From an optimization exercise on the open Yosys and OpenROAD flow, aimed at small area, a short achievable clock period and few clock cycles per item; shortcuts taken in it are not production practice.
In this exercise RTL edits were held to simulation tests only and were not proved equivalent to the original.

build 81:
==> flow/design.v (excerpt) <==
module julian_day_to_calendar_date (
  input  logic                     clk,
  input  logic                     rst,
  input  logic                     stamp_valid,
  output logic                     stamp_ready,
  input  logic [IN_W-1:0]          stamp_julian_time,
  output logic                     date_valid,
  input  logic                     date_ready,
  output logic signed [YEAR_W-1:0] date_year,
  output logic [MONTH_W-1:0]       date_month,
  output logic [DAY_W-1:0]         date_day_whole,
  output logic [FO_W-1:0]          date_day_fraction
);
  logic adv;
  logic v1, v2, v3;
  logic out_v;
  assign adv         = !out_v || date_ready;
  assign stamp_ready = adv;
  always_ff @(posedge clk) begin
    if (rst) begin
      v1    <= 1'b0;
      v2    <= 1'b0;
      v3    <= 1'b0;
      out_v <= 1'b0;
    end else if (adv) begin
      v1    <= stamp_valid;
      v2    <= v1;
      v3    <= v2;
      out_v <= v3;
    end
  end
  logic [23:0] w;
  logic [8:0]  h;
  assign w = stamp_julian_time[38:15];
  assign h = w[23:15];
  logic [15:0] aes_a, aes_b;
  logic aes_t0;
  logic aes_t1;
  logic aes_t2;
  logic aes_t3;
  logic aes_t4;
  logic aes_t5;
  logic aes_t6;
  logic aes_t7;
  logic aes_t8;
  logic aes_t9;
  logic aes_t10;
  logic aes_t11;
  logic aes_t12;
  logic aes_t13;
  logic aes_t14;
  logic aes_t15;
  logic aes_t16;
  logic aes_t17;
  logic aes_t18;
  logic aes_t19;
  logic aes_t20;
  logic aes_t21;
  logic aes_t22;
  logic aes_t23;
  assign aes_t0 = h[3] ^ ~h[0];
  assign aes_t1 = h[3] & ~h[0];
  assign aes_t2 = h[4] ^ ~h[1];
  assign aes_t3 = h[4] & ~h[1];
  assign aes_t4 = h[5] ^ ~h[2];
  assign aes_t5 = h[5] & ~h[2];
  assign aes_t6 = h[6] ^ ~h[3] ^ h[0];
  assign aes_t7 = (h[6] & ~h[3]) | (h[6] & h[0]) | (~h[3] & h[0]);
  ...
Size in the first run: ~1500 cells after synthesis, about 190 flip-flops, ~86 I/O pins, roughly 16000 um^2 of cells after synthesis.
clock: 10.0 ns
lec_check: 0
cap_margin: 20
core_margin: 2
core_utilization: 40
setup_slack_margin: 5
slew_margin: 20
run.sh (not shown) runs the stock make flow with config.mk's settings and CLKGATE_MAP_FILE= SYNTH_SCRIPT=/design/flow/synth_recipe.tcl, a recipe that flattens the netlist after the stock synthesis.
Having completed the whole flow, build 81 delivered a layout that passed the timing, design-rule and antenna checks.
Testbench counts of build 81, summed over its fixed seeds: cycles 16,032, items 16,000.
What build 44 does differently from build 81 at the input level:
Settings: setting TNS_END_PERCENT to 10 for the first time; changing CORE_UTILIZATION from 40 to 60.
==> comparison <==
[compare] base=build 81 new=build 44: clock buffer and inverter area fraction after layout held, clock skew went up 0.0035 ns, initial antenna violation count went down 1, worst hold margin went down 0.0033 ns. Post-route cell area | build 44 below build 81. In terms of post-route fraction of the period consumed by the critical path, build 44 and build 81 differ only marginally. Multi-input gate share of total cell area up 0.89 points in build 44 wrt build 81. Reported for build 81 and build 44, area after synthesis turned out identical to the last digit. Between build 81 and build 44, the flow reports area taken by multi-input logic gates decreasing slightly. Of build 81 and build 44, the run reporting the higher total iterations of the first detailed-routing run was build 81.
### build 44 -> build 68
Settings: a deleted TNS_END_PERCENT that had been 10; a change of CORE_UTILIZATION from 60 to 40; a change of SETUP_SLACK_MARGIN from 5 to 4.
Results
Summary of build 68 over build 44: vertical die dimension climbed about 22%; design area barely changed; final period utilization climbed 9.9 points. Fmax of build 68 falls short of that of build 44 by more than 10%. Compare build 44 and build 68 | post-cts sizing count higher: build 44. Re starting density of the core: build 44 and build 68 aren't equal, and the higher value belongs to build 44.
Edits applied to the flow inputs when going from build 68 to build 15:
Settings: a change of SETUP_SLACK_MARGIN from 4 to 5; an added TNS_END_PERCENT of 10.
| design area | build 15 vs build 68 | worse |. Summary — worst setup margin, build 15 relative to build 68: higher, by 0.88 ns. Relative to build 68, the via density per instance measured on build 15 has decreased slightly. In the flow results for build 68 and build 15, the total inserted antenna cells is smaller on build 68.

* * *

== v44 ==
julian_day_to_calendar_date, a different RTL version from the one above (not shown whole).
For scale: ~1300 cells after synthesis, ~180 flip-flops, ~0.015 mm^2 of cells after synthesis.
Settings: LEC_CHECK=0, CAP_MARGIN=20, CORE_MARGIN=2, CORE_UTILIZATION=40, SLEW_MARGIN=20; clock period 10.0 ns.
v44 | status: complete | timing, DRC, antenna: pass
Testbench counts of v44, summed over its fixed seeds: cycles 16,032, items 16,000.
The inputs of v26 differ from those of v44 as listed below.
- CORE_UTILIZATION: 40 -> 55
- SETUP_SLACK_MARGIN: unset -> 5
Findings:
Clock-pin transition on the worst setup and hold timing paths delta (v26 -> v44): insignificant
Timing, DRC, antenna: 0 failures across v26 and v44
Looking only at wire length, and setting everything else aside, the lower value of v26 and v44 goes to v44.
Changes observed in v26 relative to v44: total non-filler cell area in the finished layout went up by 0.0013 mm^2; clock tree skew after final layout +0.012 ns; total die area lost 27%.
> inputs changed (v26 -> v40)
- a change of SETUP_SLACK_MARGIN from 5 to 4
- a change of CORE_UTILIZATION from 55 to 40
Notes after the runs:
Sort v26 and v40 by net count of the finished layout desc -> top: v26. Number of filler cells placed in the layout delta for v40 relative to v26: 1326 higher. From v26 to v40 the numbers moved as follows: design area now sits lower, core utilization now sits lower. As of v40, core area had risen by more than a quarter compared to v26. Taking v26 as the reference, in v40 initial cell density of the core down 15 points; global-route usage down 5.5 points.

* * *

Another version of the RTL of julian_day_to_calendar_date (not shown whole).
For scale: about 1400 cells after synthesis, roughly 190 flip-flops, roughly 86 I/O pins, ~15000 sq um of cells after synthesis.
Settings: LEC_CHECK=0, CAP_MARGIN=20, CORE_MARGIN=2, CORE_UTILIZATION=70, SETUP_SLACK_MARGIN=5, SLEW_MARGIN=20; clock period 10.0 ns.
The first run completed with no timing, DRC or antenna violations.
Testbench counts at the start, summed over its fixed seeds: cycles 16,032, items 16,000.
Change:
--- a/flow/config.mk
+++ b/flow/config.mk
@@ -9,3 +9,3 @@
 export CORE_MARGIN = 2
-export CORE_UTILIZATION = 70
+export CORE_UTILIZATION = 40
 export SETUP_SLACK_MARGIN = 5
What happened: The new run went through all stages and came out clean; global-route usage fell by 15 points; clock skew decreases by 0.0036 ns; routed wire length is lower by roughly a tenth.

[separate check: timing with driven ports]
No port has a modelled driver above. Below, the same layouts with a new extraction and two added sets of constraints. Step 1 assumes that a clkbuf_16 drives the clock port and a buf_2 every other input. Step 2 also shifts input and output timing later by t, the mid clock arrival at the registers, as if the neighbouring blocks saw the same clock. a / b / c = no drivers / after step 1 / after step 2; a / b = the first two.
run	shift t [ns]	slack for setup (ns)	worst register clock-pin slew, ns	cell pins on the clock port's net
build 81	0.480	5.120 / 5.090 / 4.943	0.08 / 0.08	1
build 44	0.474	5.116 / 5.088 / 4.967	0.08 / 0.08	1
build 68	0.482	4.131 / 4.106 / 4.106	0.08 / 0.08	1
build 15	0.482	5.006 / 5.006 / 4.947	0.08 / 0.08	1
v44	0.487	3.366 / 3.366 / 3.366	0.08 / 0.08	1
v26	0.480	4.557 / 4.557 / 4.557	0.09 / 0.09	1
v40	0.493	4.258 / 4.258 / 4.258	0.08 / 0.08	1
the first run of note 3	0.491	5.015 / 4.973 / 4.634	0.09 / 0.09	1
the second run of note 3	0.488	5.061 / 5.033 / 4.807	0.08 / 0.08	1
After both steps setup and hold are still met in every run listed. For the first run of note 3, which loses most, drivers alone change the setup slack by -0.042 ns; drivers and shift together by -0.381 ns.
